What follows belongs to an exercise in optimizing a design on an open flow for small area, a short achievable clock period and few clock cycles per item; a production flow would make more cautious choices. Function was checked by simulation only, so behaviour that the tests miss may differ from the original.

`flow/design.v`:
```
package valu_pkg;
  typedef enum logic [1:0] {
    OP_ADD  = 2'd0,
    OP_SUB  = 2'd1,
    OP_MUL  = 2'd2,
    OP_RSVD = 2'd3
  } valu_op_e;
  typedef enum logic [1:0] {
    ST_IDLE  = 2'd0,
    ST_RUN   = 2'd1,
    ST_DRAIN = 2'd2,
    ST_DONE  = 2'd3
  } valu_state_e;
  localparam int unsigned DRAIN_CYCLES = 2;
  typedef struct packed {
    logic overflow;
    logic zero;
    logic negative;
  } valu_flags_t;
  function automatic logic add_overflow(input logic a_msb, input logic b_msb,
                                        input logic r_msb);
    add_overflow = (a_msb == b_msb) && (r_msb != a_msb);
  endfunction
endpackage
module alu
#(
  parameter int vdw_p    = 32,
  parameter int op_len_p = 2
) (
  input  logic        sub_i,
  input  logic        hinit_i,
  input  logic [31:0] a_i,
  input  logic [31:0] b_i,
  input  logic [3:0]  one_i,
  input  logic [3:0]  two_i,
  input  logic [3:0]  neg_i,
  input  logic [31:0] hv_i,
  input  logic [7:0]  hc_i,
  output logic [31:0] sum_o,
  output logic        ovf_o,
  output logic [7:0]  lo_o,
  output logic [31:0] hv_o,
  output logic [7:0]  hc_o
);
  localparam int W = 40;
  logic [31:0] bx;
  assign bx    = b_i ^ {32{sub_i}};
  assign sum_o = a_i + bx + {31'd0, sub_i};
  assign ovf_o = (a_i[31] == bx[31]) & (sum_o[31] != a_i[31]);
  logic [W-1:0] row [6];
  logic [32:0]  a2;
  logic [31:0]  hv;
  logic [7:0]   hc;
  assign a2 = {a_i[31], a_i};
  assign hv = hinit_i ? 32'd0 : hv_i;
  assign hc = hinit_i ? 8'd0  : hc_i;
  always_comb begin
    for (int r = 0; r < 6; r++) row[r] = '0;
    row[0][31:0] = {~hv[31], hv[30:0]};
    for (int k = 0; k < 4; k++) begin
      for (int i = 0; i < 33; i++) begin
        logic sel;
        sel = (one_i[k] & a2[i]) | (two_i[k] & ((i == 0) ? 1'b0 : a2[i-1]));
        row[k+1][2*k+i] = (i == 32) ? ~(sel ^ neg_i[k]) : (sel ^ neg_i[k]);
      end
    end
    row[2][0] = neg_i[0];
    row[3][2] = neg_i[1];
    row[4][4] = neg_i[2];
    row[5] = 40'hAA_8000_0000;
    row[5][6]  = neg_i[3];
    for (int m = 0; m < 8; m++) row[5][4*m] = hc[m];
  end
  function automatic logic [2*W-1:0] csa(input logic [W-1:0] x,
                                         input logic [W-1:0] y,
                                         input logic [W-1:0] z);
    logic [W-1:0] s, c;
    s = x ^ y ^ z;
    c = ((x & y) | (x & z) | (y & z)) << 1;
    csa = {c, s};
  endfunction
  logic [W-1:0] s1, c1, s2, c2, s3, c3, s4, c4;
  always_comb begin
    {c1, s1} = csa(row[0], row[1], row[2]);
    {c2, s2} = csa(row[3], row[4], row[5]);
    {c3, s3} = csa(s1, c1, s2);
    {c4, s4} = csa(s3, c3, c2);
  end
  logic [4:0] n0, n1a, n1b;
  logic [4:0] blk [8];
  assign n0  = {1'b0, s4[3:0]} + {1'b0, c4[3:0]};
  assign n1a = {1'b0, s4[7:4]} + {1'b0, c4[7:4]};
  assign n1b = {1'b0, s4[7:4]} + {1'b0, c4[7:4]} + 5'd1;
  always_comb begin
    for (int b = 0; b < 8; b++)
      blk[b] = {1'b0, s4[8+4*b +: 4]} + {1'b0, c4[8+4*b +: 4]};
  end
  logic [4:0] n1;
  assign n1   = n0[4] ? n1b : n1a;
  assign lo_o = {n1[3:0], n0[3:0]};
  always_comb begin
    hc_o[0] = n1[4];
    for (int b = 0; b < 8; b++) begin
      hv_o[4*b +: 4] = blk[b][3:0];
      if (b < 7) hc_o[b+1] = blk[b][4];
    end
  end
endmodule
module valu_seq
#(
  parameter int vdw_p    = 32,
  parameter int op_len_p = 2,
  parameter int vlen_p   = 16,
  parameter int vregs_p  = 8
) (
  input  logic                         clk_i,
  input  logic                         reset_n_i,
  input  logic                         cmd_v_i,
  output logic                         cmd_ready_o,
  input  logic [op_len_p-1:0]          cmd_op_i,
  input  logic [$clog2(vlen_p+1)-1:0]  cmd_len_i,
  input  logic [$clog2(vregs_p)-1:0]   cmd_vd_i,
  input  logic [$clog2(vregs_p)-1:0]   cmd_vs1_i,
  input  logic [$clog2(vregs_p)-1:0]   cmd_vs2_i,
  output logic                         rd_v_o,
  output logic [$clog2(vregs_p)-1:0]   rd_reg_a_o,
  output logic [$clog2(vregs_p)-1:0]   rd_reg_b_o,
  output logic [$clog2(vlen_p)-1:0]    rd_el_o,
  input  logic [vdw_p-1:0]             rd_a_i,
  input  logic [vdw_p-1:0]             rd_b_i,
  output logic                         wr_v_o,
  output logic [$clog2(vregs_p)-1:0]   wr_reg_o,
  output logic [$clog2(vlen_p)-1:0]    wr_el_o,
  output logic [vdw_p-1:0]             wr_data_o,
  output logic                         done_o,
  output logic                         flag_overflow_o,
  output logic                         flag_zero_o,
  output logic                         flag_negative_o
);
  localparam int LW = $clog2(vlen_p+1);
  localparam int EW = $clog2(vlen_p);
  localparam int RW = $clog2(vregs_p);
  logic          busy_q, rdv_q, nrdy_q, l0_q, mul_q, sub_q;
  logic [1:0]    bub_q, j_q;
  logic [EW-1:0] el_q;
  logic [RW-1:0] vd_q, vs1_q, vs2_q;
  logic          accept, go, fin_it, finish;
  logic          busy_n, l0_n, mul_n;
  logic [1:0]    bub_n, j_n;
  logic [EW-1:0] el_n;
  assign cmd_ready_o = ~nrdy_q;
  assign accept      = cmd_v_i & ~nrdy_q;
  assign rd_v_o      = rdv_q;
  assign rd_reg_a_o  = vs1_q;
  assign rd_reg_b_o  = vs2_q;
  assign rd_el_o     = el_q;
  assign go     = busy_q & (bub_q == 2'd0);
  assign fin_it = ~mul_q | (j_q == 2'd3);
  assign finish = go & (l0_q | ((el_q == '0) & fin_it));
  always_comb begin
    busy_n = busy_q;
    bub_n  = bub_q;
    el_n   = el_q;
    j_n    = j_q;
    l0_n   = l0_q;
    mul_n  = mul_q;
    if (busy_q && bub_q != 2'd0) begin
      bub_n = bub_q - 2'd1;
    end else if (go) begin
      if (finish) busy_n = 1'b0;
      if (fin_it) begin
        el_n = el_q - EW'(1);
        j_n  = 2'd0;
      end else begin
        j_n  = j_q + 2'd1;
      end
    end
    if (accept) begin
      busy_n = 1'b1;
      l0_n   = (cmd_len_i == '0);
      mul_n  = (cmd_op_i == 2'd2);
      el_n   = EW'(cmd_len_i - LW'(1));
      j_n    = 2'd0;
      bub_n  = (cmd_len_i == LW'(1)) ? 2'd2 :
               (cmd_len_i == LW'(2)) ? 2'd1 : 2'd0;
    end
  end
  always_ff @(posedge clk_i or negedge reset_n_i) begin
    if (!reset_n_i) begin
      busy_q <= 1'b0;
      rdv_q  <= 1'b0;
      nrdy_q <= 1'b0;
    end else begin
      busy_q <= busy_n;
      rdv_q  <= busy_n & (bub_n == 2'd0) & ~l0_n;
      nrdy_q <= ~(~busy_n | ((bub_n == 2'd0) &
                 (l0_n | ((el_n == '0) & (~mul_n | (j_n == 2'd3))))));
    end
  end
  always_ff @(posedge clk_i) begin
    bub_q <= bub_n;
    el_q  <= el_n;
    j_q   <= j_n;
    l0_q  <= l0_n;
    mul_q <= mul_n;
    if (accept) begin
      sub_q <= (cmd_op_i == 2'd1);
      vd_q  <= cmd_vd_i;
      vs1_q <= cmd_vs1_i;
      vs2_q <= cmd_vs2_i;
    end
  end
  logic          c_wv, c_last, c_mul, c_sub;
  logic [1:0]    c_j;
  logic [EW-1:0] c_el;
  logic [RW-1:0] c_vd;
  always_ff @(posedge clk_i or negedge reset_n_i) begin
    if (!reset_n_i) begin
      c_wv   <= 1'b0;
      c_last <= 1'b0;
    end else begin
      c_wv   <= go & ~l0_q & fin_it;
      c_last <= finish & busy_q;
    end
  end
  always_ff @(posedge clk_i) begin
    c_mul <= mul_q;
    c_sub <= sub_q;
    c_j   <= j_q;
    c_el  <= el_q;
    c_vd  <= vd_q;
  end
  logic          x_wv, x_last, x_mul, x_sub, x_hinit;
  logic [EW-1:0] x_el;
  logic [RW-1:0] x_vd;
  logic [31:0]   a_q, b_q;
  logic [8:0]    dig;
  logic [3:0]    one_d, two_d, neg_d, one_q, two_q, neg_q;
  always_comb begin
    case (c_j)
      2'd0:    dig = {rd_b_i[7:0], 1'b0};
      2'd1:    dig = rd_b_i[15:7];
      2'd2:    dig = rd_b_i[23:15];
      default: dig = rd_b_i[31:23];
    endcase
    for (int k = 0; k < 4; k++) begin
      one_d[k] = dig[2*k+1] ^ dig[2*k];
      two_d[k] = (dig[2*k+2] & ~dig[2*k+1] & ~dig[2*k]) |
                 (~dig[2*k+2] & dig[2*k+1] & dig[2*k]);
      neg_d[k] = dig[2*k+2];
    end
  end
  always_ff @(posedge clk_i or negedge reset_n_i) begin
    if (!reset_n_i) begin
      x_wv   <= 1'b0;
      x_last <= 1'b0;
    end else begin
      x_wv   <= c_wv;
      x_last <= c_last;
    end
  end
  always_ff @(posedge clk_i) begin
    a_q     <= rd_a_i;
    b_q     <= rd_b_i;
    one_q   <= one_d;
    two_q   <= two_d;
    neg_q   <= neg_d;
    x_mul   <= c_mul;
    x_sub   <= c_sub;
    x_hinit <= (c_j == 2'd0);
    x_el    <= c_el;
    x_vd    <= c_vd;
  end
  logic [31:0] sum, hv, h_q;
  logic [7:0]  lo;
  logic [7:0]  hc, hc_q;
  logic        sum_ovf;
  logic [31:0] r_q;
  alu #(
    .vdw_p    (vdw_p),
    .op_len_p (op_len_p)
  ) u_alu (
    .sub_i   (x_sub),
    .hinit_i (x_hinit),
    .a_i     (a_q),
    .b_i     (b_q),
    .one_i   (one_q),
    .two_i   (two_q),
    .neg_i   (neg_q),
    .hv_i    (h_q),
    .hc_i    (hc_q),
    .sum_o   (sum),
    .ovf_o   (sum_ovf),
    .lo_o    (lo),
    .hv_o    (hv),
    .hc_o    (hc)
  );
  logic          w_wv, w_last, w_mul, w_aovf, done_q;
  logic [EW-1:0] w_el;
  logic [RW-1:0] w_vd;
  logic          acc_ovf_q, acc_zero_q, acc_neg_q;
  always_ff @(posedge clk_i or negedge reset_n_i) begin
    if (!reset_n_i) begin
      w_wv   <= 1'b0;
      w_last <= 1'b0;
    end else begin
      w_wv   <= x_wv;
      w_last <= x_last;
    end
  end
  always_ff @(posedge clk_i) begin
    h_q    <= hv;
    hc_q   <= hc;
    r_q    <= x_mul ? {lo, r_q[31:8]} : sum;
    w_aovf <= sum_ovf;
    w_mul  <= x_mul;
    w_el   <= x_el;
    w_vd   <= x_vd;
  end
  assign wr_v_o    = w_wv;
  assign wr_reg_o  = w_vd;
  assign wr_el_o   = w_el;
  assign wr_data_o = r_q;
  logic [31:0] hi;
  logic e_ovf, e_zero, e_neg;
  logic b_ovf, b_zero, b_neg;
  logic [31:0] hcw;
  always_comb begin
    hcw = '0;
    for (int m = 0; m < 8; m++) hcw[4*m] = hc_q[m];
  end
  assign hi = h_q + hcw;
  assign e_ovf  = w_mul ? ~((&hi & r_q[31]) | ~(|hi | r_q[31])) : w_aovf;
  assign e_zero = (r_q == '0);
  assign e_neg  = r_q[31];
  assign b_ovf  = done_q ? 1'b0 : acc_ovf_q;
  assign b_zero = done_q ? 1'b1 : acc_zero_q;
  assign b_neg  = done_q ? 1'b0 : acc_neg_q;
  always_ff @(posedge clk_i or negedge reset_n_i) begin
    if (!reset_n_i) begin
      done_q     <= 1'b0;
      acc_ovf_q  <= 1'b0;
      acc_zero_q <= 1'b1;
      acc_neg_q  <= 1'b0;
    end else begin
      done_q     <= w_last;
      acc_ovf_q  <= b_ovf  | (w_wv & e_ovf);
      acc_zero_q <= b_zero & (~w_wv | e_zero);
      acc_neg_q  <= b_neg  | (w_wv & e_neg);
    end
  end
  assign done_o          = done_q;
  assign flag_overflow_o = acc_ovf_q;
  assign flag_zero_o     = acc_zero_q;
  assign flag_negative_o = acc_neg_q;
endmodule
```
`flow/standard.sh`:
```
#!/bin/bash
# synth_recipe.tcl (not shown) runs the flow's synth.tcl, then flattens the netlist and writes it again
# the make line also repeats each setting of config.mk as NAME=value (left out here)
make -C /OpenROAD-flow-scripts/flow DESIGN_CONFIG=/design/flow/config.mk WORK_HOME=/design/flow/orfs CLKGATE_MAP_FILE= SYNTH_SCRIPT=/design/flow/synth_recipe.tcl "${@:-finish}"
```
`flow/constraint.sdc`:
```
create_clock -name core_clock -period 11.5 [get_ports {clk_i}]
set_input_delay 2.3000 -clock core_clock [delete_from_list [all_inputs] [get_ports {clk_i}]]
set_output_delay 2.3000 -clock core_clock [all_outputs]
set_load 0.01 [all_outputs]
```
`flow/config.mk`:
```
export PLATFORM = sky130hd
export DESIGN_NAME = valu_seq
export DESIGN_NICKNAME = valu_seq
export VERILOG_FILES = /design/flow/design.v
export SDC_FILE = /design/flow/constraint.sdc
export NUM_CORES = 4
export LEC_CHECK = 0
export CAP_MARGIN = 20
export CORE_MARGIN = 2
export CORE_UTILIZATION = 45
export SLEW_MARGIN = 20
```
`flow/flow/run.sh`:
```
#!/bin/bash
# The standard layout (standard.sh) with two changes to how it is made:
#  - ORFS's repair_timing is asked for extra setup slack beyond the clock
#    constraint (SETUP_SLACK_MARGIN, ns), so it keeps improving paths that
#    already meet the constraint;
#  - the port buffers that ORFS's buffer_ports puts on every input and
#    output use a plain buffer cell (buf_1) instead of its default choice.
# Constraints, clock period and all steps are the standard flow's.
set -euo pipefail
export SETUP_SLACK_MARGIN=8.5
export BUFFER_PORTS_ARGS="-buffer_cell sky130_fd_sc_hd__buf_1"
bash standard.sh > standard_finish.log 2>&1
```
==> metrics.md, run 1 <==
| Metric | Value |
|---|---|
| Sequential fraction of the synthesis area | 0.282 |
| Vias in the first global route | 12,700 |
| Number of standard cells after synthesis | 1,609 |
| Clk Tree Root Cell | sky130_fd_sc_hd__clkbuf_16 |
| Clock-pin slew on the worst setup and hold paths | 0.06 ns |
| Class of the tightest hold or removal check | register to register |
| Delay contributed by the slowest stage of the critical path | 0.57 ns |
| Final Hold Slack | 0.322 ns |
| Most area-hungry cell type in the Yosys netlist | sky130_fd_sc_hd__dfxtp_1 |
| Critical path arrival | 4.20 ns |
| Final weighted congestion of routability-driven global placement | 0.876 |
| Global-route wire length before repair | 69.4 mm |
| Critical path launch point | two_q[0]$_DFF_P_ |
| Number of maximum-capacitance constraint violations | 0 |
| # port buffers | 138 |
| Number of warnings printed during yosys synthesis | 4 |
| Synthesized-area fraction occupied by xor and xnor cells | 0.132 |
| Final number of hold-violating endpoints | 0 |
| Buf+Inv Stages, Crit Path | 4 |
| Floorplan die area | 0.0361 mm2 |
| Filler cells | 2,799 |
| Final setup violating endpoints | 0 |
| Total number of vias | 12,500 |
| Number of vias per cell | 5.45 |
| Layout overhead on the synthesized area | 30.7% |
| Cell class contributing the biggest share of worst-path delay | adder cells |
| Slew at the pin with the worst max-slew slack | 1.05 ns |
| Highest clock frequency the design can meet | 268 MHz |
| Post-Syn Area per Cell | 9.69 um2 |
| Worst clock skew | 0.0140 ns |
| Core Area | 0.0343 mm2 |
| Post-synth design cell area | 0.0156 mm2 |
| Flop2flop setup slack | 7.76 ns |
| Clock sink count | 211 |
| Final period demand of the worst path | 3.74 ns |
| Horizontal die dimension | 190 um |
| Adder-cell share of the synthesized area | 0.237 |
| Finished Layout Cells | 2,302 |
| Drt total wl | 44.8 mm |
| Series of cell instances along the critical path | buf_12 > a22oi_2 > xnor2_1 > fa_1 > inv_2 > fa_1 > fa_1 > inv_2 > fa_2 > buf_4 > nand2_1 > nor3_2 > xor2_1 > nand2_1 > o21ai_1 |
| Clock Path Buffers | 3 |
| Portion of the clock cycle consumed by the worst path in the final layout | 0.325 |
| Portion of synthesized cell area occupied by the leading cell type | 0.241 |
| Number of ports placed on the die boundary | 139 |
| Number of max-slew violations in the final report | 0 |
| Start-to-end type of the worst setup path | register to register |
| RR Startpoint | two_q[0]$_DFF_P_ |
| Top cells by area in the synthesized netlist | sky130_fd_sc_hd__dfxtp_1, sky130_fd_sc_hd__fa_1, sky130_fd_sc_hd__ha_1 |
| Initial core utilization | 0.455 |
| Clk latency of the worst-skew pair | 0.54 ns |
| Critical hold path startpoint | x_vd[0]$_DFF_P_ |
| H-Tree Level Count | 1 |
| Status | no timing/DRC/antenna violations |
| Routed length per instance | 19.4 um |
| Antenna violations before repair | 0 |
| Die height | 190 um |
| Ys flop type | sky130_fd_sc_hd__dfxtp_1 |
| Number of enable-type register cells in the synthesized netlist | 10 |
| Type of destination of the critical path | register |
| CTS tree | built |
| Rel. slew slack | 0.300 |
| RSZ-0062 raised after global routing | yes |
| Mux share of post-synthesis cell area | 0.0238 |
| Final global-route overflow total | 0 |
| Number of iterations in the first detailed-routing pass | 5 |
| Fraction of layout cells with a size suffix above 1 | 0.323 |
| Synthesized netlist net count | 1,922 |
| Number of cells in the design after placement | 2,107 |
| Crit path top cell by count | sky130_fd_sc_hd__fa_1 |
| DRC violations left | 0 |
| Req. time, crit path | 11.96 ns |
| Complex-gate fraction of the synthesized area | 0.152 |
| Number of rows in the core area | 68 |
| Worst-path maximum fanout | 5 |
| Final net count | 2,142 |
| Post-Synth Simple-Gate Area | 0.105 |
| Count of cell types in the netlist | 85 |
| Register bit total from synthesis | 211 |
| Post-synthesis async set-or-reset flop share | 0.0616 |
| Antenna violation net count after detailed routing | 0 |
| Number of clock buffers inserted by TritonCTS | 24 |
| Final antenna diode count | 0 |
| GR Util All Layers | 0.246 |
| Critical-path top delay cell | sky130_fd_sc_hd__fa_2 |
| Placed wire-length estimate after detailed placement | 30.4 mm |
| Pin count of the biggest net entering global routing | 63 |
| Number of violations reported at the end of detailed-routing iteration 0 | 872 |
| Startpoint kind of the worst setup timing path | register |
| Main combinational cell family by area after synthesis | adder cells |
| Fin Setup TNS | 0 ns |
layer usage:
metal	share of wire	global-route usage
met5	0	0
met3	0.061	0.0387
met1	0.43	0.324
met2	0.47	0.411
met4	0.035	0.0826
worst register-to-register path: cells and delay by family, from the launching register on:
family	cells	cell delay, ns
compound gates	2	0.26
xor+xnor	2	0.28
fa+ha+maj	4	2.11
buf+inv	4	0.36
flops	1	0.34
simple gates	3	0.33
what timing repair did:
item	CTS	global route
pin swaps	136	112
setup endpoints to repair	117	108
resized for setup	366	109
buffers inserted	104	39
gates cloned	7	1
hold buffers	0	0
cells in the mapped netlist (7+ instances only):
library cell / number
sky130_fd_sc_hd__mux2i_1: 10
sky130_fd_sc_hd__a21oi_1: 50
sky130_fd_sc_hd__a31oi_1: 7
sky130_fd_sc_hd__o31ai_1: 7
sky130_fd_sc_hd__clkbuf_2: 25
sky130_fd_sc_hd__and3_1: 12
sky130_fd_sc_hd__a22oi_1: 126
sky130_fd_sc_hd__dfrtp_1: 12
sky130_fd_sc_hd__nor2b_1: 29
sky130_fd_sc_hd__edfxtp_1: 10
sky130_fd_sc_hd__nand2b_1: 41
sky130_fd_sc_hd__o21ai_0: 68
sky130_fd_sc_hd__ha_1: 122
sky130_fd_sc_hd__nor4_1: 13
sky130_fd_sc_hd__mux4_2: 8
sky130_fd_sc_hd__dfxtp_1: 188
sky130_fd_sc_hd__nor3_1: 12
sky130_fd_sc_hd__o21a_1: 8
sky130_fd_sc_hd__buf_1: 14
sky130_fd_sc_hd__clkbuf_1: 56
sky130_fd_sc_hd__xor2_1: 118
sky130_fd_sc_hd__nand4_1: 19
sky130_fd_sc_hd__nor2_1: 35
sky130_fd_sc_hd__nand2_1: 81
sky130_fd_sc_hd__mux2_2: 8
sky130_fd_sc_hd__inv_1: 159
sky130_fd_sc_hd__a21o_1: 19
sky130_fd_sc_hd__fa_1: 108
sky130_fd_sc_hd__nand3_1: 18
sky130_fd_sc_hd__xnor2_1: 117
final cells by class:
class	instances	area, um2	area share
clock inverters	14	135	0.00663
well taps	455	569	0.0279
multi-input cells	1133	11400	0.557
repair buffers	299	2510	0.123
flip-flops and latches	211	4520	0.222
clock buffers	30	653	0.0321
inverters	160	633	0.0311
metrics by stage:
stage	util	area (um2)	setup WS (ns)
3_3_place_gp	0.481	16500	7.07
3_5_place_dp	0.481	16500	7.33
4_1_cts	0.570	19600	7.78
5_1_grt	0.594	20400	7.63
6_report	0.594	20400	7.76
2_1_floorplan	-	16000	7.90
flip-flops by register name (all words and copies together) (netlist names), 4 cells and up:
register,count
w_el,4
one_q,4
hc_q,8
a_q,32
two_q,4
x_el,4
el_q,4
neg_q,4
b_q,32
c_el,4
h_q,32
r_q,32
layout by cell type, fill, tap and decap left out, drive strengths merged, types with 6 or more instances in the layout:
cell type	Yosys	routed
clkbuf	81	38
dfrtp	12	12
a31oi	7	7
nand4	20	20
xor2	118	118
and3	12	12
nand2	81	81
nor2	36	36
o21ai	71	71
buf	24	290
clkinv	1	8
nor4	13	13
and2	6	6
mux2i	10	10
inv	159	161
nor3b	6	6
and4	7	7
nand2b	42	42
edfxtp	10	10
nor3	13	13
nor2b	29	29
a22oi	126	126
o21a	8	8
mux2	8	8
dfxtp	188	188
xnor2	117	117
a211oi	7	7
fa	108	108
a21o	19	19
a21oi	52	52
mux4	8	8
nand3	18	18
o31ai	8	8
ha	122	122
worst paths after layout:
path	depth (start not counted)	to
max reg2reg	15	r_q[31]$_DFF_P_
min in group asynchronous	1	x_wv$_DFF_PN0_
max in group asynchronous	1	acc_ovf_q$_DFF_PN0_
min	0	w_vd[0]$_DFF_P_
min reg2reg	0	w_vd[0]$_DFF_P_
max	15	r_q[31]$_DFF_P_
cell families (layout without fill, tap and decap cells):
family | count (synthesis) | after routing
AO/OA/AOI/OAI | 341 | 341
AND/OR/NAND/NOR | 301 | 301
buffers and inverters | 265 | 503
XOR/XNOR | 235 | 235
adder cells (fa/ha/maj) | 230 | 230
flip-flops | 211 | 211
multiplexers | 26 | 26
Testbench counts, summed over its fixed seeds: cycles 8,665, items 5,408.
==> run 2, diff against run 1 <==
--- a/flow/config.mk
+++ b/flow/config.mk
@@ -9,3 +9,4 @@
 export CORE_MARGIN = 2
 export CORE_UTILIZATION = 45
 export SLEW_MARGIN = 20
+export TNS_END_PERCENT = 3
==> metrics.md, run 2 <==
| Metric | Value |
|---|---|
| Critical path arrival | 4.09 ns (was 4.20 ns) |
| Rel. slew slack | 0.313 (was 0.300) |
| Synthesized-area fraction occupied by xor and xnor cells | 0.132 (unchanged) |
| Portion of synthesized cell area occupied by the leading cell type | 0.241 (unchanged) |
| Number of maximum-capacitance constraint violations | 0 (unchanged) |
| Floorplan die area | 0.0361 mm2 (unchanged) |
| Final global-route overflow total | 0 (unchanged) |
| Met1 layer wirelength in the final routing | 18.5 mm (was 19.2 mm) |
| Worst clock skew | 0.0150 ns (was 0.0140 ns) |
| Placed wire-length estimate after detailed placement | 30.5 mm (was 30.4 mm) |
| Post-Syn Area per Cell | 9.69 um2 (unchanged) |
| Number of max-slew violations in the final report | 0 (unchanged) |
| Antenna violation net count after detailed routing | 0 (unchanged) |
| Final number of hold-violating endpoints | 0 (unchanged) |
| Number of vias per cell | 5.44 (was 5.45) |
| Post-route cell area | 0.0176 mm2 (was 0.0204 mm2) |
| Synthesized netlist net count | 1,922 (unchanged) |
| Core Area | 0.0343 mm2 (unchanged) |
| Initial core utilization | 0.455 (unchanged) |
| Fin Setup TNS | 0 ns (unchanged) |
| Post-detailed-placement cell area | 0.0163 mm2 (was 0.0165 mm2) |
| Final antenna diode count | 0 (unchanged) |
| Fraction of layout cells with a size suffix above 1 | 0.0931 (was 0.323) |
| Routed length per instance | 18.9 um (was 19.4 um) |
| Met2 Wirelength | 19.1 mm (was 21.2 mm) |
| Most area-hungry cell type in the Yosys netlist | sky130_fd_sc_hd__dfxtp_1 (unchanged) |
| Class of the tightest hold or removal check | register to register (unchanged) |
| CTS tree | built (unchanged) |
| Horizontal die dimension | 190 um (unchanged) |
| Most common cell in the netlist | sky130_fd_sc_hd__dfxtp_1 (unchanged) |
| Post-synth design cell area | 0.0156 mm2 (unchanged) |
| Commonest non-fill, non-tap cells in the layout | sky130_fd_sc_hd__dfxtp_1, sky130_fd_sc_hd__inv_1, sky130_fd_sc_hd__buf_1, sky130_fd_sc_hd__a22oi_1, sky130_fd_sc_hd__ha_1 (was sky130_fd_sc_hd__inv_1, sky130_fd_sc_hd__buf_4, sky130_fd_sc_hd__xnor2_1, sky130_fd_sc_hd__dfxtp_1, sky130_fd_sc_hd__xor2_1) |
| Count of hold-fix buffers inserted at cts | 0 (unchanged) |
| Delay contributed by the slowest stage of the critical path | 0.57 ns (about the same) |
| Portion of the clock cycle consumed by the worst path in the final layout | 0.323 (was 0.325) |
| Die height | 190 um (unchanged) |
| Slew at the pin with the worst max-slew slack | 1.03 ns (was 1.05 ns) |
| Highest routing layer actually used | met4 (unchanged) |
| Highest clock frequency the design can meet | 269 MHz (was 268 MHz) |
| Register bit total from synthesis | 211 (unchanged) |
| # port buffers | 138 (unchanged) |
| Clock Path Buffers | 3 (unchanged) |
| Post-synthesis async set-or-reset flop share | 0.0616 (unchanged) |
| Number of cells in the design after placement | 2,106 (was 2,107) |
| Post-Synth Simple-Gate Area | 0.105 (unchanged) |
| Final net count | 2,015 (was 2,142) |
| Clk Tree Root Cell | sky130_fd_sc_hd__clkbuf_16 (unchanged) |
| Clock sink count | 211 (unchanged) |
| Number of warnings printed during yosys synthesis | 4 (unchanged) |
| Status | no timing/DRC/antenna violations (unchanged) |
| Number of iterations in the first detailed-routing pass | 5 (unchanged) |
| Number of standard cells after synthesis | 1,609 (unchanged) |
| Dpl ws | 7.06 ns (was 7.33 ns) |
| Req. time, crit path | 11.88 ns (was 11.96 ns) |
| Most common cell after layout, fill and taps aside | sky130_fd_sc_hd__dfxtp_1 (was sky130_fd_sc_hd__inv_1) |
| Crit path top cell by count | sky130_fd_sc_hd__fa_1 (unchanged) |
| Ys flop type | sky130_fd_sc_hd__dfxtp_1 (unchanged) |
| GR Util All Layers | 0.228 (was 0.246) |
| H-Tree Level Count | 1 (unchanged) |
| Complex-gate fraction of the synthesized area | 0.152 (unchanged) |
| Type of destination of the critical path | register (unchanged) |
| Layout overhead on the synthesized area | 12.9% (was 30.7%) |
| Final period demand of the worst path | 3.72 ns (was 3.74 ns) |
| Adder-cell share of the synthesized area | 0.237 (unchanged) |
| Clk latency of the worst-skew pair | 0.53 ns (was 0.54 ns) |
| Sequential fraction of the synthesis area | 0.282 (unchanged) |
| Final setup violating endpoints | 0 (unchanged) |
| Total number of vias | 11,800 (was 12,500) |
| Number of ports placed on the die boundary | 139 (unchanged) |
| Mux share of post-synthesis cell area | 0.0238 (unchanged) |
| Drt total wl | 41.1 mm (was 44.8 mm) |
| DR WL met3 | 2.51 mm (was 2.75 mm) |
| Pin count of the biggest net entering global routing | 63 (unchanged) |
| Worst-path maximum fanout | 5 (unchanged) |
| Top post-synthesis cells by count | sky130_fd_sc_hd__dfxtp_1, sky130_fd_sc_hd__inv_1, sky130_fd_sc_hd__a22oi_1 (unchanged) |
| Global-route wire length before repair | 64.5 mm (was 69.4 mm) |
| Number of violations reported at the end of detailed-routing iteration 0 | 723 (was 872) |
| Start-to-end type of the worst setup path | register to register (unchanged) |
| Startpoint kind of the worst setup timing path | register (unchanged) |
| Final weighted congestion of routability-driven global placement | 0.888 (was 0.876) |
| RSZ-0062 raised after global routing | yes (unchanged) |
| Final worst slack | 7.78 ns (was 7.76 ns) |
| Number of clock buffers inserted by TritonCTS | 23 (was 24) |
| Finished Layout Cells | 2,174 (was 2,302) |
| Clock-pin slew on the worst setup and hold paths | 0.06 ns (about the same) |
| DRC violations left | 0 (unchanged) |
| Count of cell types in the netlist | 85 (unchanged) |
| Main combinational cell family by area after synthesis | adder cells (unchanged) |
| Number of rows in the core area | 68 (unchanged) |
| Critical-path top delay cell | sky130_fd_sc_hd__fa_2 (unchanged) |
| Antenna violations before repair | 0 (unchanged) |
| Vias in the first global route | 11,800 (was 12,700) |
| Top cells by area in the synthesized netlist | sky130_fd_sc_hd__dfxtp_1, sky130_fd_sc_hd__fa_1, sky130_fd_sc_hd__ha_1 (unchanged) |
| Number of enable-type register cells in the synthesized netlist | 10 (unchanged) |
| Series of cell instances along the critical path | buf_12 > a22oi_2 > xnor2_1 > fa_1 > inv_2 > fa_1 > fa_1 > inv_2 > fa_2 > ha_4 > mux2_2 > nand2_2 > o21ai_2 (was buf_12 > a22oi_2 > xnor2_1 > fa_1 > inv_2 > fa_1 > fa_1 > inv_2 > fa_2 > buf_4 > nand2_1 > nor3_2 > xor2_1 > nand2_1 > o21ai_1) |
==> run 2: kinds of logic (layout without fill, tap and decap cells) <==
logic type / Yosys count / after routing
simple gates: 301 / 301
fa+ha+maj: 230 / 230
buf+inv: 265 / 375
compound gates: 341 / 341
xor+xnor: 235 / 235
flops: 211 / 211
mux: 26 / 26
==> run 2: cell type report <==
cell class / count / area (um2)
clock buffer: 28 / 636
clock inverter: 14 / 145
fill: 3147 / 16700
inverter: 160 / 606
multi-input combinational: 1133 / 10200
sequential: 211 / 4450
tap: 455 / 569
timing repair buffer: 173 / 993
==> run 2: per-layer routing <==
layer | global-route usage | vias to the layer above
met5 | 0 | -
met1 | 0.310 | 5724
li1 | - | 5674
met4 | 0.0641 | 0
met3 | 0.0347 | 66
met2 | 0.377 | 372
==> run 2: critical path: cells and delay by family, from the launching register on <==
family / cells / cell delay [ns]
AND/OR/NAND/NOR: 1 / 0.07
multiplexers: 1 / 0.27
XOR/XNOR: 1 / 0.11
flip-flops: 1 / 0.35
buffers and inverters: 3 / 0.22
adder cells (fa/ha/maj): 5 / 2.32
AO/OA/AOI/OAI: 2 / 0.23
==> run 2: repair_timing <==
item                       CTS  global route
cloned                       2             1
gates resized for setup     39            30
buffers inserted            13            10
setup endpoints to repair  122           120
pin swaps                    3             5
==> run 2: worst paths after layout <==
kind | start | depth (start not counted) | to | slack (ns)
max | two_q[0]$_DFF_P_ | 13 | r_q[29]$_DFF_P_ | 7.78
min | x_el[1]$_DFF_P_ | 0 | w_el[1]$_DFF_P_ | 0.32
max reg2reg | two_q[0]$_DFF_P_ | 13 | r_q[29]$_DFF_P_ | 7.78
min reg2reg | x_el[1]$_DFF_P_ | 0 | w_el[1]$_DFF_P_ | 0.32
max in group asynchronous | reset_n_i | 1 | acc_neg_q$_DFF_PN0_ | 9.23
min in group asynchronous | reset_n_i | 1 | rdv_q$_DFF_PN0_ | 1.81
==> run 2: stage by stage <==
step                       util  hold WS (ns)
final                     0.514         0.325
after global routing      0.514         0.330
after CTS                 0.508         0.326
after detailed placement  0.475         0.312
after global placement    0.475         0.310
after floorplan               -         0.310
==> run 3, diff against run 2 <==
--- a/flow/flow/run.sh
+++ b/flow/flow/run.sh
@@ -7,6 +7,6 @@
 #    output use a plain buffer cell (buf_1) instead of its default choice.
 # Constraints, clock period and all steps are the standard flow's.
 set -euo pipefail
-export SETUP_SLACK_MARGIN=8.5
+export SETUP_SLACK_MARGIN=9.0
 export BUFFER_PORTS_ARGS="-buffer_cell sky130_fd_sc_hd__buf_1"
 bash standard.sh > standard_finish.log 2>&1
==> metrics.md, run 3 <==
| Metric | Value |
|---|---|
| Final setup violating endpoints | 0 (unchanged) |
| Number of clock buffers inserted by TritonCTS | 24 (was 23) |
| Area taken by multi-input logic gates | 0.0102 mm2 (about the same) |
| Top post-synthesis cells by count | sky130_fd_sc_hd__dfxtp_1, sky130_fd_sc_hd__inv_1, sky130_fd_sc_hd__a22oi_1 (unchanged) |
| Fin Setup TNS | 0 ns (unchanged) |
| Final number of hold-violating endpoints | 0 (unchanged) |
| DRC violations left | 0 (unchanged) |
| Number of ports placed on the die boundary | 139 (unchanged) |
| Clk Tree Root Cell | sky130_fd_sc_hd__clkbuf_16 (unchanged) |
| Type of destination of the critical path | register (unchanged) |
| Count of cell types in the netlist | 85 (unchanged) |
| Portion of synthesized cell area occupied by the leading cell type | 0.241 (unchanged) |
| Final net count | 2,020 (was 2,015) |
| Number of maximum-capacitance constraint violations | 0 (unchanged) |
| Most area-hungry cell type in the Yosys netlist | sky130_fd_sc_hd__dfxtp_1 (unchanged) |
| Final period demand of the worst path | 3.71 ns (was 3.72 ns) |
| Status | no timing/DRC/antenna violations (unchanged) |
| Rel. slew slack | 0.464 (was 0.313) |
| Core Area | 0.0343 mm2 (unchanged) |
| # port buffers | 138 (unchanged) |
| Final global-route overflow total | 0 (unchanged) |
| Ys flop type | sky130_fd_sc_hd__dfxtp_1 (unchanged) |
| Placed wire-length estimate after detailed placement | 30.6 mm (was 30.5 mm) |
| Most common cell in the netlist | sky130_fd_sc_hd__dfxtp_1 (unchanged) |
| Number of enable-type register cells in the synthesized netlist | 10 (unchanged) |
| Met1 Usage GRT | 0.319 (was 0.310) |
| Class of the tightest hold or removal check | register to register (unchanged) |
| Initial core utilization | 0.455 (unchanged) |
| Number of vias per cell | 5.45 (was 5.44) |
| Critical path arrival | 4.11 ns (was 4.09 ns) |
| Number of max-slew violations in the final report | 0 (unchanged) |
| Final antenna diode count | 0 (unchanged) |
| H-Tree Level Count | 1 (unchanged) |
| Synthesized netlist net count | 1,922 (unchanged) |
| Floorplan die area | 0.0361 mm2 (unchanged) |
| FF+latch area | 0.00447 mm2 (was 0.00445 mm2) |
| Post-synth design cell area | 0.0156 mm2 (unchanged) |
| Post-Syn Area per Cell | 9.69 um2 (unchanged) |
| Number of warnings printed during yosys synthesis | 4 (unchanged) |
| Count of hold-fix buffers inserted at cts | 0 (unchanged) |
| Layout overhead on the synthesized area | 13.7% (was 12.9%) |
| Horizontal die dimension | 190 um (unchanged) |
| Register bit total from synthesis | 211 (unchanged) |
| Total number of vias | 11,900 (was 11,800) |
| Fraction of layout cells with a size suffix above 1 | 0.107 (was 0.0931) |
| Worst clock skew | 0.0171 ns (was 0.0150 ns) |
| Final weighted congestion of routability-driven global placement | 0.893 (was 0.888) |
| Gr busiest metal | met2 (unchanged) |
| Worst hold stages | 0 (unchanged) |
| Sequential fraction of the synthesis area | 0.282 (unchanged) |
| Commonest non-fill, non-tap cells in the layout | sky130_fd_sc_hd__inv_1, sky130_fd_sc_hd__dfxtp_1, sky130_fd_sc_hd__buf_1, sky130_fd_sc_hd__ha_1, sky130_fd_sc_hd__xor2_1 (was sky130_fd_sc_hd__dfxtp_1, sky130_fd_sc_hd__inv_1, sky130_fd_sc_hd__buf_1, sky130_fd_sc_hd__a22oi_1, sky130_fd_sc_hd__ha_1) |
| Worst-path maximum fanout | 6 (was 5) |
| Portion of the clock cycle consumed by the worst path in the final layout | 0.322 (was 0.323) |
| Die height | 190 um (unchanged) |
| GR Util All Layers | 0.230 (was 0.228) |
| Global-route track usage on met3 | 0.0304 (was 0.0347) |
| Global-route wire length before repair | 65.0 mm (was 64.5 mm) |
| RSZ-0062 raised after global routing | yes (unchanged) |
| Antenna violations before repair | 0 (unchanged) |
| Req. time, crit path | 11.90 ns (was 11.88 ns) |
| Clock-pin slew on the worst setup and hold paths | 0.06 ns (about the same) |
| CTS tree | built (unchanged) |
| Start-to-end type of the worst setup path | register to register (unchanged) |
| Filler cells | 3,123 (was 3,147) |
| Highest clock frequency the design can meet | 270 MHz (was 269 MHz) |
| Met2 track demand over resource in global routing | 0.373 (was 0.377) |
| Routed length per instance | 19.0 um (was 18.9 um) |
| Top cells by area in the synthesized netlist | sky130_fd_sc_hd__dfxtp_1, sky130_fd_sc_hd__fa_1, sky130_fd_sc_hd__ha_1 (unchanged) |
| Clock Path Buffers | 3 (unchanged) |
| Number of violations reported at the end of detailed-routing iteration 0 | 757 (was 723) |
| Pin count of the biggest net entering global routing | 63 (unchanged) |
| Number of standard cells after synthesis | 1,609 (unchanged) |
| Clk latency of the worst-skew pair | 0.54 ns (was 0.53 ns) |
| Drt total wl | 41.4 mm (was 41.1 mm) |
| Vias in the first global route | 11,800 (about the same) |
| Worst R2R Path Depth | 13 (unchanged) |
| Slew at the pin with the worst max-slew slack | 0.797 ns (was 1.03 ns) |
| Most common cell after layout, fill and taps aside | sky130_fd_sc_hd__inv_1 (was sky130_fd_sc_hd__dfxtp_1) |
| Clock sink count | 211 (unchanged) |
| Antenna violation net count after detailed routing | 0 (unchanged) |
| Startpoint kind of the worst setup timing path | register (unchanged) |
| Core utilization of the finished layout | 0.517 (was 0.514) |
| Number of iterations in the first detailed-routing pass | 5 (unchanged) |
| Number of rows in the core area | 68 (unchanged) |
| Post-synthesis async set-or-reset flop share | 0.0616 (unchanged) |
==> run 3: cell count changes in the layout (fill, tap and decap cells not counted), sizes merged <==
| cell | before | now |
|---|---|---|
| buf | 170 | 175 |
| inv | 162 | 161 |
| bufinv | 2 | 3 |
| clkinvlp | 1 | 3 |
| clkinv | 9 | 8 |
==> run 3: final cells by class <==
class | count | area share
multi-input combinational | 1133 | 0.578
tap | 455 | 0.0321
sequential | 211 | 0.252
inverter | 160 | 0.0342
clock buffer | 29 | 0.0367
clock inverter | 15 | 0.00974
timing repair buffer | 177 | 0.0572
==> run 3: final timing paths <==
kind | end | slack [ns] | from
max | r_q[29]$_DFF_P_ | 7.79 | two_q[0]$_DFF_P_
max reg2reg | r_q[29]$_DFF_P_ | 7.79 | two_q[0]$_DFF_P_
min in group asynchronous | rdv_q$_DFF_PN0_ | 1.78 | reset_n_i
max in group asynchronous | acc_neg_q$_DFF_PN0_ | 9.28 | reset_n_i
min | x_sub$_DFF_P_ | 0.33 | c_sub$_DFF_P_
min reg2reg | x_sub$_DFF_P_ | 0.33 | c_sub$_DFF_P_
==> run 3: what timing repair did <==
action                                  4_1_cts  5_1_grt
endpoints found under the hold margin         0        0
pin swaps                                     5       19
gates resized for setup                      41       57
cloned                                        2        0
setup buffers                                20        7
endpoints found under the setup margin      158      159
==> run 3: kinds of logic after synthesis <==
logic type / count (synthesis) / share of synthesized area
buf+inv: 265 / 0.0692
simple gates: 301 / 0.105
compound gates: 341 / 0.152
mux: 26 / 0.0238
fa+ha+maj: 230 / 0.237
xor+xnor: 235 / 0.132
flops: 211 / 0.282
==> run 3: routing by layer <==
layer,vias up,share of wire
li1,5681,-
met1,5737,0.45
met2,380,0.46
met3,74,0.058
met4,0,0.028
met5,-,0
==> run 3: metrics by stage <==
step	instances	worst slack (ns)	instance area (um2)	hold slack [ns]
after floorplan	1609	7.90	15700	0.310
after global placement	2107	7.15	16300	0.311
after detailed placement	2107	7.08	16300	0.312
final	2180	7.79	17700	0.325
after CTS	2173	7.80	17500	0.326
after global routing	2180	7.68	17700	0.330
==> run 3: worst max-delay path: stages (launching register included) <==
cell,delay [ns]
sky130_fd_sc_hd__dfxtp_4,0.35
sky130_fd_sc_hd__buf_12,0.13
sky130_fd_sc_hd__a22oi_2,0.16
sky130_fd_sc_hd__xnor2_1,0.12
sky130_fd_sc_hd__fa_1,0.52
sky130_fd_sc_hd__inv_1,0.05
sky130_fd_sc_hd__fa_1,0.47
sky130_fd_sc_hd__fa_1,0.53
sky130_fd_sc_hd__inv_2,0.05
sky130_fd_sc_hd__fa_1,0.54
sky130_fd_sc_hd__ha_2,0.28
sky130_fd_sc_hd__mux2_2,0.26
sky130_fd_sc_hd__nand2_1,0.06
sky130_fd_sc_hd__o21ai_1,0.07
==> run 4, diff against run 3 <==
--- a/flow/flow/run.sh
+++ b/flow/flow/run.sh
@@ -7,6 +7,6 @@
 #    output use a plain buffer cell (buf_1) instead of its default choice.
 # Constraints, clock period and all steps are the standard flow's.
 set -euo pipefail
-export SETUP_SLACK_MARGIN=9.0
+export SETUP_SLACK_MARGIN=8.0
 export BUFFER_PORTS_ARGS="-buffer_cell sky130_fd_sc_hd__buf_1"
 bash standard.sh > standard_finish.log 2>&1
==> metrics.md, run 4 <==
| Metric | Value |
|---|---|
| Status | no timing/DRC/antenna violations (unchanged) |
| Fin Setup TNS | 0 ns (unchanged) |
| Top post-synthesis cells by count | sky130_fd_sc_hd__dfxtp_1, sky130_fd_sc_hd__inv_1, sky130_fd_sc_hd__a22oi_1 (unchanged) |
| Post-Syn Area per Cell | 9.69 um2 (unchanged) |
| FF+latch area | 0.00443 mm2 (was 0.00447 mm2) |
| Number of clock buffers inserted by TritonCTS | 23 (was 24) |
| Layout overhead on the synthesized area | 11.2% (was 13.7%) |
| Vias in the first global route | 11,700 (was 11,800) |
| Class of the tightest hold or removal check | register to register (unchanged) |
| Crit path top cell by count | sky130_fd_sc_hd__fa_1 (unchanged) |
| Commonest non-fill, non-tap cells in the layout | sky130_fd_sc_hd__dfxtp_1, sky130_fd_sc_hd__inv_1, sky130_fd_sc_hd__buf_1, sky130_fd_sc_hd__a22oi_1, sky130_fd_sc_hd__ha_1 (was sky130_fd_sc_hd__inv_1, sky130_fd_sc_hd__dfxtp_1, sky130_fd_sc_hd__buf_1, sky130_fd_sc_hd__ha_1, sky130_fd_sc_hd__xor2_1) |
| Initial core utilization | 0.455 (unchanged) |
| Req. time, crit path | 11.87 ns (was 11.90 ns) |
| Pin count of the biggest net entering global routing | 63 (unchanged) |
| Clk Tree Root Cell | sky130_fd_sc_hd__clkbuf_16 (unchanged) |
| Type of destination of the critical path | register (unchanged) |
| Global-route wire length before repair | 64.2 mm (was 65.0 mm) |
| Synthesized netlist net count | 1,922 (unchanged) |
| Number of warnings printed during yosys synthesis | 4 (unchanged) |
| Final global-route overflow total | 0 (unchanged) |
| Routed length per instance | 18.8 um (was 19.0 um) |
| Buf+Inv Stages, Crit Path | 3 (unchanged) |
| Portion of the clock cycle consumed by the worst path in the final layout | 0.327 (was 0.322) |
| Final Hold Slack | 0.324 ns (was 0.325 ns) |
| Worst clock skew | 0.0162 ns (was 0.0171 ns) |
| Total number of vias | 11,700 (was 11,900) |
| Final net count | 1,996 (was 2,020) |
| Delay contributed by the slowest stage of the critical path | 0.53 ns (was 0.54 ns) |
| Filler cells | 3,172 (was 3,123) |
| Portion of synthesized cell area occupied by the leading cell type | 0.241 (unchanged) |
| Ys flop type | sky130_fd_sc_hd__dfxtp_1 (unchanged) |
| Count of cell types in the netlist | 85 (unchanged) |
| Most common cell after layout, fill and taps aside | sky130_fd_sc_hd__dfxtp_1 (was sky130_fd_sc_hd__inv_1) |
| DRC violations left | 0 (unchanged) |
| Area taken by multi-input logic gates | 0.0101 mm2 (was 0.0102 mm2) |
| Clock-pin slew on the worst setup and hold paths | 0.07 ns (was 0.06 ns) |
| H-Tree Level Count | 1 (unchanged) |
| Series of cell instances along the critical path | buf_12 > a22oi_2 > xnor2_1 > fa_1 > inv_1 > fa_1 > fa_1 > inv_1 > fa_1 > ha_1 > mux2_2 > nand2_1 > o21ai_1 (was buf_12 > a22oi_2 > xnor2_1 > fa_1 > inv_1 > fa_1 > fa_1 > inv_2 > fa_1 > ha_2 > mux2_2 > nand2_1 > o21ai_1) |
| Number of enable-type register cells in the synthesized netlist | 10 (unchanged) |
| Number of vias per cell | 5.45 (about the same) |
| Number of max-slew violations in the final report | 0 (unchanged) |
| Clk latency of the worst-skew pair | 0.53 ns (was 0.54 ns) |
| Final number of hold-violating endpoints | 0 (unchanged) |
| Worst-path maximum fanout | 16 (was 6) |
| Critical-path top delay cell | sky130_fd_sc_hd__fa_1 (unchanged) |
| Rel. slew slack | 0.336 (was 0.464) |
| Startpoint kind of the worst setup timing path | register (unchanged) |
| Highest clock frequency the design can meet | 266 MHz (was 270 MHz) |
| Slew at the pin with the worst max-slew slack | 0.996 ns (was 0.797 ns) |
| GR Util All Layers | 0.227 (was 0.230) |
| Drt total wl | 40.5 mm (was 41.4 mm) |
| Core Area | 0.0343 mm2 (unchanged) |
| Number of ports placed on the die boundary | 139 (unchanged) |
| Most common cell in the netlist | sky130_fd_sc_hd__dfxtp_1 (unchanged) |
| Number of iterations in the first detailed-routing pass | 5 (unchanged) |
| Cell class contributing the biggest share of worst-path delay | adder cells (unchanged) |
| Core utilization of the finished layout | 0.506 (was 0.517) |
| Floorplan die area | 0.0361 mm2 (unchanged) |
| Final weighted congestion of routability-driven global placement | 0.888 (was 0.893) |
| Final setup violating endpoints | 0 (unchanged) |
| Number of maximum-capacitance constraint violations | 0 (unchanged) |
| Top cells by area in the synthesized netlist | sky130_fd_sc_hd__dfxtp_1, sky130_fd_sc_hd__fa_1, sky130_fd_sc_hd__ha_1 (unchanged) |
| Number of violations reported at the end of detailed-routing iteration 0 | 714 (was 757) |
| Sequential fraction of the synthesis area | 0.282 (unchanged) |
| Post-synth design cell area | 0.0156 mm2 (unchanged) |
| Fraction of layout cells with a size suffix above 1 | 0.0718 (was 0.107) |
| Register bit total from synthesis | 211 (unchanged) |
| Critical path arrival | 4.13 ns (was 4.11 ns) |
| Horizontal die dimension | 190 um (unchanged) |
| Final period demand of the worst path | 3.77 ns (was 3.71 ns) |
| Start-to-end type of the worst setup path | register to register (unchanged) |
| RSZ-0062 raised after global routing | yes (unchanged) |
| Die height | 190 um (unchanged) |
| Antenna violations before repair | 0 (unchanged) |
| Antenna violation net count after detailed routing | 0 (unchanged) |
| Most area-hungry cell type in the Yosys netlist | sky130_fd_sc_hd__dfxtp_1 (unchanged) |
| Count of hold-fix buffers inserted at cts | 0 (unchanged) |
| # port buffers | 138 (unchanged) |
| Number of standard cells after synthesis | 1,609 (unchanged) |
| CTS tree | built (unchanged) |
| Number of rows in the core area | 68 (unchanged) |
| Clock sink count | 211 (unchanged) |
| Post-synthesis async set-or-reset flop share | 0.0616 (unchanged) |
| Clock Path Buffers | 3 (unchanged) |
| Placed wire-length estimate after detailed placement | 30.5 mm (was 30.6 mm) |
[run 4: cell counts after synthesis]
Identical to the previous run, type by type.
[run 4: layout make-up]
type	count	area share
multi-input cells	1133	0.585
flip-flops and latches	211	0.256
repair buffers	154	0.0462
clock buffers	28	0.0367
inverters	160	0.0349
well taps	455	0.0328
clock inverters	14	0.00837
diodes	1	0.000144
[run 4: what timing repair did]
item,4_1_cts,5_1_grt
setup buffers,5,0
gates cloned,2,0
endpoints found under the setup margin,48,40
gates resized for setup,28,7
pin swaps,0,1
[run 4: metrics by stage]
stage	setup WS, ns	cell area [um2]	cells
floorplan	7.90	15600	1609
global placement	7.12	16300	2106
detailed placement	7.06	16300	2106
CTS	7.73	17300	2155
global route	7.59	17300	2155
finish	7.73	17300	2156
[run 4: logic make-up after synthesis]
group / after synthesis / share of synthesized area
DFF: 211 / 0.282
buffers and inverters: 265 / 0.0692
xor gates and xnor gates: 235 / 0.132
adders and majority gates: 230 / 0.237
AOI/OAI and AO/OA: 341 / 0.152
muxes: 26 / 0.0238
and+or+nand+nor: 301 / 0.105
[run 4: path summary, 6_finish.rpt]
kind                       slack (ns)             endpoint             start  cells past startpoint
setup reg to reg                 7.73      r_q[29]$_DFF_P_  two_q[0]$_DFF_P_                     13
setup / recovery                 7.73      r_q[29]$_DFF_P_  two_q[0]$_DFF_P_                     13
max in group asynchronous        9.24  acc_neg_q$_DFF_PN0_         reset_n_i                      1
hold / removal                   0.32      w_el[0]$_DFF_P_   x_el[0]$_DFF_P_                      0
min in group asynchronous        1.80      rdv_q$_DFF_PN0_         reset_n_i                      1
hold reg to reg                  0.32      w_el[0]$_DFF_P_   x_el[0]$_DFF_P_                      0
[run 4: metal layers]
layer	up-vias	track usage	wire length [um]
li1	5638	-	-
met1	5691	0.307	18200
met2	358	0.375	18900
met3	60	0.0367	2470
met4	0	0.0656	954
met5	-	0	0
[run 4: worst register-to-register path: stages, from the launching register on]
cell and delay [ns]:
sky130_fd_sc_hd__dfxtp_2 0.35, sky130_fd_sc_hd__buf_12 0.16, sky130_fd_sc_hd__a22oi_2 0.17, sky130_fd_sc_hd__xnor2_1 0.11
sky130_fd_sc_hd__fa_1 0.53, sky130_fd_sc_hd__inv_1 0.06, sky130_fd_sc_hd__fa_1 0.48, sky130_fd_sc_hd__fa_1 0.51
sky130_fd_sc_hd__inv_1 0.06, sky130_fd_sc_hd__fa_1 0.48, sky130_fd_sc_hd__ha_1 0.29, sky130_fd_sc_hd__mux2_2 0.26
sky130_fd_sc_hd__nand2_1 0.06, sky130_fd_sc_hd__o21ai_1 0.09
==> run 5, diff against run 4 <==
--- a/flow/config.mk
+++ b/flow/config.mk
@@ -9,4 +9,4 @@
 export CORE_MARGIN = 2
 export CORE_UTILIZATION = 45
 export SLEW_MARGIN = 20
-export TNS_END_PERCENT = 3
+export TNS_END_PERCENT = 30
==> metrics.md, run 5 <==
| Metric | Value |
|---|---|
| Req. time, crit path | 11.88 ns (was 11.87 ns) |
| Antenna violation net count after detailed routing | 0 (unchanged) |
| Clk Tree Root Cell | sky130_fd_sc_hd__clkbuf_16 (unchanged) |
| Slew at the pin with the worst max-slew slack | 1.00 ns (was 0.996 ns) |
| Worst-path maximum fanout | 7 (was 16) |
| Number of rows in the core area | 68 (unchanged) |
| Post-detailed-placement cell area | 0.0163 mm2 (about the same) |
| Hold-critical path endpoint | w_el[2]$_DFF_P_ (was w_el[0]$_DFF_P_) |
| Number of clock buffers inserted by TritonCTS | 23 (unchanged) |
| Post-synthesis async set-or-reset flop share | 0.0616 (unchanged) |
| Highest clock frequency the design can meet | 268 MHz (was 266 MHz) |
| Register bit total from synthesis | 211 (unchanged) |
| Top cells by area in the synthesized netlist | sky130_fd_sc_hd__dfxtp_1, sky130_fd_sc_hd__fa_1, sky130_fd_sc_hd__ha_1 (unchanged) |
| Initial core utilization | 0.455 (unchanged) |
| Clk latency of the worst-skew pair | 0.53 ns (about the same) |
| Worst R2R Path Depth | 12 (was 13) |
| Placed wire-length estimate after detailed placement | 30.9 mm (was 30.5 mm) |
| Critical path launch point | two_q[0]$_DFF_P_ (unchanged) |
| Top post-synthesis cells by count | sky130_fd_sc_hd__dfxtp_1, sky130_fd_sc_hd__inv_1, sky130_fd_sc_hd__a22oi_1 (unchanged) |
| Number of iterations in the first detailed-routing pass | 6 (was 5) |
| Final global-route overflow total | 0 (unchanged) |
| Number of vias per cell | 5.42 (was 5.45) |
| Post-route cell area | 0.0179 mm2 (was 0.0173 mm2) |
| Final number of hold-violating endpoints | 0 (unchanged) |
| DRC violations left | 0 (unchanged) |
| Ys flop type | sky130_fd_sc_hd__dfxtp_1 (unchanged) |
| Clock sink count | 211 (unchanged) |
| Portion of the clock cycle consumed by the worst path in the final layout | 0.324 (was 0.327) |
| RR Startpoint | two_q[0]$_DFF_P_ (unchanged) |
| Die height | 190 um (unchanged) |
| Critical path arrival | 4.11 ns (was 4.13 ns) |
| Clock-pin slew on the worst setup and hold paths | 0.06 ns (was 0.07 ns) |
| CTS tree | built (unchanged) |
| Worst clock skew | 0.0104 ns (was 0.0162 ns) |
| Count of hold-fix buffers inserted at cts | 0 (unchanged) |
| Number of max-slew violations in the final report | 0 (unchanged) |
| Fin Setup TNS | 0 ns (unchanged) |
| Critical hold path startpoint | x_el[2]$_DFF_P_ (was x_el[0]$_DFF_P_) |
| Sequential fraction of the synthesis area | 0.282 (unchanged) |
| Rel. slew slack | 0.332 (was 0.336) |
| Routed length per instance | 18.9 um (was 18.8 um) |
| Clock Path Buffers | 3 (unchanged) |
| Most area-hungry cell type in the Yosys netlist | sky130_fd_sc_hd__dfxtp_1 (unchanged) |
| Count of cell types in the netlist | 85 (unchanged) |
| Final net count | 2,035 (was 1,996) |
| Type of destination of the critical path | register (unchanged) |
| Final setup violating endpoints | 0 (unchanged) |
| Post-Syn Area per Cell | 9.69 um2 (unchanged) |
| Filler cells | 3,142 (was 3,172) |
| Horizontal die dimension | 190 um (unchanged) |
| Floorplan die area | 0.0361 mm2 (unchanged) |
| Number of maximum-capacitance constraint violations | 0 (unchanged) |
| Layout overhead on the synthesized area | 15.0% (was 11.2%) |
| Pin count of the biggest net entering global routing | 63 (unchanged) |
| Total number of vias | 11,900 (was 11,700) |
| Commonest non-fill, non-tap cells in the layout | sky130_fd_sc_hd__inv_1, sky130_fd_sc_hd__dfxtp_1, sky130_fd_sc_hd__buf_1, sky130_fd_sc_hd__a22oi_1 (was sky130_fd_sc_hd__dfxtp_1, sky130_fd_sc_hd__inv_1, sky130_fd_sc_hd__buf_1, sky130_fd_sc_hd__a22oi_1, sky130_fd_sc_hd__ha_1) |
| Worst hold stages | 0 (unchanged) |
| Most common cell after layout, fill and taps aside | sky130_fd_sc_hd__inv_1 (was sky130_fd_sc_hd__dfxtp_1) |
| Startpoint kind of the worst setup timing path | register (unchanged) |
| Flop2flop setup slack | 7.77 ns (was 7.73 ns) |
| GR Util All Layers | 0.229 (was 0.227) |
| RSZ-0062 raised after global routing | yes (unchanged) |
| Core Area | 0.0343 mm2 (unchanged) |
| Number of warnings printed during yosys synthesis | 4 (unchanged) |
| H-Tree Level Count | 1 (unchanged) |
| Status | no timing/DRC/antenna violations (unchanged) |
| Number of ports placed on the die boundary | 139 (unchanged) |
| Start-to-end type of the worst setup path | register to register (unchanged) |
| Number of standard cells after synthesis | 1,609 (unchanged) |
| Final period demand of the worst path | 3.73 ns (was 3.77 ns) |
| Synthesized netlist net count | 1,922 (unchanged) |
| # port buffers | 138 (unchanged) |
| Final weighted congestion of routability-driven global placement | 0.889 (was 0.888) |
| Most common cell in the netlist | sky130_fd_sc_hd__dfxtp_1 (unchanged) |
| Number of enable-type register cells in the synthesized netlist | 10 (unchanged) |
| Vias in the first global route | 11,900 (was 11,700) |
| Post-synth design cell area | 0.0156 mm2 (unchanged) |
| Fraction of layout cells with a size suffix above 1 | 0.129 (was 0.0718) |
| Global-route wire length before repair | 64.7 mm (was 64.2 mm) |
| Antenna violations before repair | 0 (unchanged) |
| Drt total wl | 41.6 mm (was 40.5 mm) |
| Portion of synthesized cell area occupied by the leading cell type | 0.241 (unchanged) |
| Number of violations reported at the end of detailed-routing iteration 0 | 814 (was 714) |
| Class of the tightest hold or removal check | register to register (unchanged) |
| Capturing point of the worst reg2reg path | r_q[29]$_DFF_P_ (unchanged) |
-- run 5: cell counts after synthesis --
No cell type changed its count.
-- run 5: cell families (layout without fill, tap and decap cells) --
family	Yosys count	in the layout	share of synthesized area
fa+ha+maj	230	230	0.237
xor+xnor	235	235	0.132
flops	211	211	0.282
simple gates	301	301	0.105
mux	26	26	0.0238
buf+inv	265	395	0.0692
compound gates	341	341	0.152
other cells	0	1	0
-- run 5: metrics by stage --
stage	cells	worst slack (ns)	hold slack (ns)	utilization
finish	2195	7.77	0.325	0.523
global placement	2106	7.12	0.310	0.475
detailed placement	2106	7.06	0.312	0.475
global route	2194	7.65	0.328	0.523
floorplan	1609	7.90	0.310	-
CTS	2170	7.76	0.325	0.514
-- run 5: worst max-delay path by stage --
stage | to | depth (start not counted) | slack [ns]
after floorplan | r_q[29]$_DFF_P_ | 14 | 7.90
after global placement | r_q[29]$_DFF_P_ | 12 | 7.12
after detailed placement | r_q[29]$_DFF_P_ | 12 | 7.06
after CTS | r_q[29]$_DFF_P_ | 13 | 7.76
after global routing | r_q[29]$_DFF_P_ | 13 | 7.65
final | r_q[29]$_DFF_P_ | 12 | 7.77
-- run 5: cell type report --
class,count,area (um2),area share
multi-input combinational,1133,10300,0.576
sequential,211,4470,0.249
inverter,160,606,0.0338
timing repair buffer,193,1140,0.0635
tap,455,569,0.0318
clock inverter,16,184,0.0103
antenna,1,2.50,0.000140
clock buffer,26,639,0.0357
-- run 5: layer usage --
layer / share of wire / track usage
met1: 0.44 / 0.305
met2: 0.47 / 0.381
met3: 0.064 / 0.0374
met4: 0.025 / 0.0733
met5: 0 / 0
-- run 5: timing repair --
action	in CTS	in global routing
endpoints found under the setup margin	47	42
gates cloned	2	0
gates resized for setup	79	38
setup buffers	20	24
pin swaps	31	27
-- run 5: critical path, stage by stage (launching register included) --
cell,delay [ns]
sky130_fd_sc_hd__dfxtp_4,0.35
sky130_fd_sc_hd__buf_12,0.13
sky130_fd_sc_hd__a22oi_1,0.20
sky130_fd_sc_hd__xnor2_1,0.16
sky130_fd_sc_hd__fa_1,0.47
sky130_fd_sc_hd__fa_1,0.50
sky130_fd_sc_hd__ha_1,0.30
sky130_fd_sc_hd__ha_1,0.22
sky130_fd_sc_hd__fa_1,0.57
sky130_fd_sc_hd__ha_2,0.28
sky130_fd_sc_hd__mux2_2,0.25
sky130_fd_sc_hd__nand2_1,0.07
sky130_fd_sc_hd__o21ai_1,0.07
==> run 6, diff against run 5 <==
--- a/flow/config.mk
+++ b/flow/config.mk
@@ -9,4 +9,4 @@
 export CORE_MARGIN = 2
 export CORE_UTILIZATION = 45
 export SLEW_MARGIN = 20
-export TNS_END_PERCENT = 30
+export TNS_END_PERCENT = 10
==> metrics.md, run 6 <==
| Metric | Value |
|---|---|
| Status | no timing/DRC/antenna violations (unchanged) |
| Vias in the first global route | 11,800 (was 11,900) |
| Clk latency of the worst-skew pair | 0.53 ns (about the same) |
| H-Tree Level Count | 1 (unchanged) |
| Drt total wl | 41.4 mm (was 41.6 mm) |
| Count of hold-fix buffers inserted at cts | 0 (unchanged) |
| Synthesized-area fraction occupied by xor and xnor cells | 0.132 (unchanged) |
| Critical-path top delay cell | sky130_fd_sc_hd__fa_2 (was sky130_fd_sc_hd__fa_1) |
| Highest clock frequency the design can meet | 268 MHz (about the same) |
| Total number of vias | 11,900 (about the same) |
| Number of cells in the design after placement | 2,106 (unchanged) |
| Rel. slew slack | 0.306 (was 0.332) |
| Global-route wire length before repair | 64.5 mm (was 64.7 mm) |
| Register bit total from synthesis | 211 (unchanged) |
| Number of enable-type register cells in the synthesized netlist | 10 (unchanged) |
| Ys flop type | sky130_fd_sc_hd__dfxtp_1 (unchanged) |
| Initial core utilization | 0.455 (unchanged) |
| Critical hold path startpoint | x_el[0]$_DFF_P_ (was x_el[2]$_DFF_P_) |
| Clock-pin slew on the worst setup and hold paths | 0.07 ns (was 0.06 ns) |
| Number of standard cells after synthesis | 1,609 (unchanged) |
| Number of maximum-capacitance constraint violations | 0 (unchanged) |
| Final weighted congestion of routability-driven global placement | 0.888 (was 0.889) |
| Mux share of post-synthesis cell area | 0.0238 (unchanged) |
| Critical path arrival | 4.12 ns (was 4.11 ns) |
| Worst hold stages | 0 (unchanged) |
| GR Util All Layers | 0.228 (was 0.229) |
| Placed wire-length estimate after detailed placement | 30.5 mm (was 30.9 mm) |
| Class of the tightest hold or removal check | register to register (unchanged) |
| Clock Path Buffers | 3 (unchanged) |
| RR Startpoint | two_q[0]$_DFF_P_ (unchanged) |
| Req. time, crit path | 11.88 ns (about the same) |
| Portion of synthesized cell area occupied by the leading cell type | 0.241 (unchanged) |
| Type of destination of the critical path | register (unchanged) |
| Number of iterations in the first detailed-routing pass | 5 (was 6) |
| Post-synth design cell area | 0.0156 mm2 (unchanged) |
| Worst-path maximum fanout | 5 (was 7) |
| Final setup violating endpoints | 0 (unchanged) |
| Number of vias per cell | 5.45 (was 5.42) |
| Antenna violations before repair | 0 (unchanged) |
| Dpl ws | 7.06 ns (about the same) |
| Buf+Inv Stages, Crit Path | 3 (was 1) |
| Die height | 190 um (unchanged) |
| Fin Setup TNS | 0 ns (unchanged) |
| Most common cell after layout, fill and taps aside | sky130_fd_sc_hd__dfxtp_1 (was sky130_fd_sc_hd__inv_1) |
| Crit path top cell by count | sky130_fd_sc_hd__fa_1 (unchanged) |
| Most area-hungry cell type in the Yosys netlist | sky130_fd_sc_hd__dfxtp_1 (unchanged) |
| Horizontal die dimension | 190 um (unchanged) |
| Number of clock buffers inserted by TritonCTS | 23 (unchanged) |
==> run 6: final cells by class <==
cell class,count,area (um2)
Antenna cell,1,2.50
Clock buffer,28,636
Clock inverter,14,145
Fill cell,3136,16500
Inverter,160,606
Multi-Input combinational cell,1133,10300
Sequential cell,211,4460
Tap cell,455,569
Timing Repair Buffer,179,1080
==> run 6: logic make-up after synthesis <==
kind of cell	count (synthesis)
xor+xnor	235
buf+inv	265
flops	211
simple gates	301
mux	26
compound gates	341
fa+ha+maj	230
==> run 6: what timing repair did <==
item | in CTS | in global routing
endpoints found under the setup margin | 48 | 40
setup buffers | 13 | 16
pin swaps | 4 | 19
gates cloned | 2 | 1
resized for setup | 39 | 60
==> run 6: layer usage <==
layer | wire, um | track usage
met4 | 945 | 0.0641
met3 | 2450 | 0.0347
met1 | 18600 | 0.310
met2 | 19400 | 0.377
met5 | 0 | 0
==> run 6: worst max path at each step <==
stage	start	endpoint	slack, ns	depth (start not counted)
finish	two_q[0]$_DFF_P_	r_q[29]$_DFF_P_	7.76	13
global route	two_q[0]$_DFF_P_	hc_q[2]$_DFF_P_	7.65	15
CTS	two_q[2]$_DFF_P_	hc_q[3]$_DFF_P_	7.73	14
detailed placement	one_q[1]$_DFF_P_	r_q[29]$_DFF_P_	7.06	12
global placement	one_q[1]$_DFF_P_	r_q[29]$_DFF_P_	7.12	12
floorplan	one_q[1]$_DFF_P_	r_q[29]$_DFF_P_	7.90	14
==> run 6: per-stage QoR <==
step	cell area, um2	hold WS [ns]
2_1_floorplan	15600	0.310
3_3_place_gp	16300	0.310
3_5_place_dp	16300	0.312
4_1_cts	17400	0.326
5_1_grt	17800	0.330
6_report	17800	0.324

[port drivers added, routing unchanged]
The results above use ideal ports. As a check the final layouts listed here were re-extracted and re-timed, cells and wires unchanged. Step 1: set_driving_cell puts a clkbuf_16 on clk_i and a buf_2 on each other input, an assumption about the parent block. Step 2, shift: input delay + t, output delay - t, t = (earliest + latest rising clock arrival at the registers) / 2. This alone moves slack from input paths to output paths. Slacks: ideal / step 1 / step 2; pairs: ideal / step 1.
run | t (ns) | setup WS [ns] | hold slack, ns | worst setup path after step 2
run 1 | 0.591 | 7.762 / 7.762 / 7.762 | 0.322 / 0.322 / 0.322 | register to register
run 2 | 0.571 | 7.783 / 7.783 / 7.537 | 0.325 / 0.325 / 0.325 | input to register
run 3 | 0.580 | 7.794 / 7.794 / 7.507 | 0.325 / 0.325 / 0.325 | input to register
run 4 | 0.570 | 7.734 / 7.734 / 7.538 | 0.324 / 0.324 / 0.324 | input to register
run 5 | 0.579 | 7.771 / 7.771 / 7.600 | 0.325 / 0.325 / 0.325 | input to register
run 6 | 0.573 | 7.763 / 7.763 / 7.537 | 0.324 / 0.324 / 0.324 | input to register
After both steps setup and hold are still met in every run listed. For run 3, which loses most, drivers alone change the setup slack by 0.000 ns; drivers and shift together by -0.287 ns.
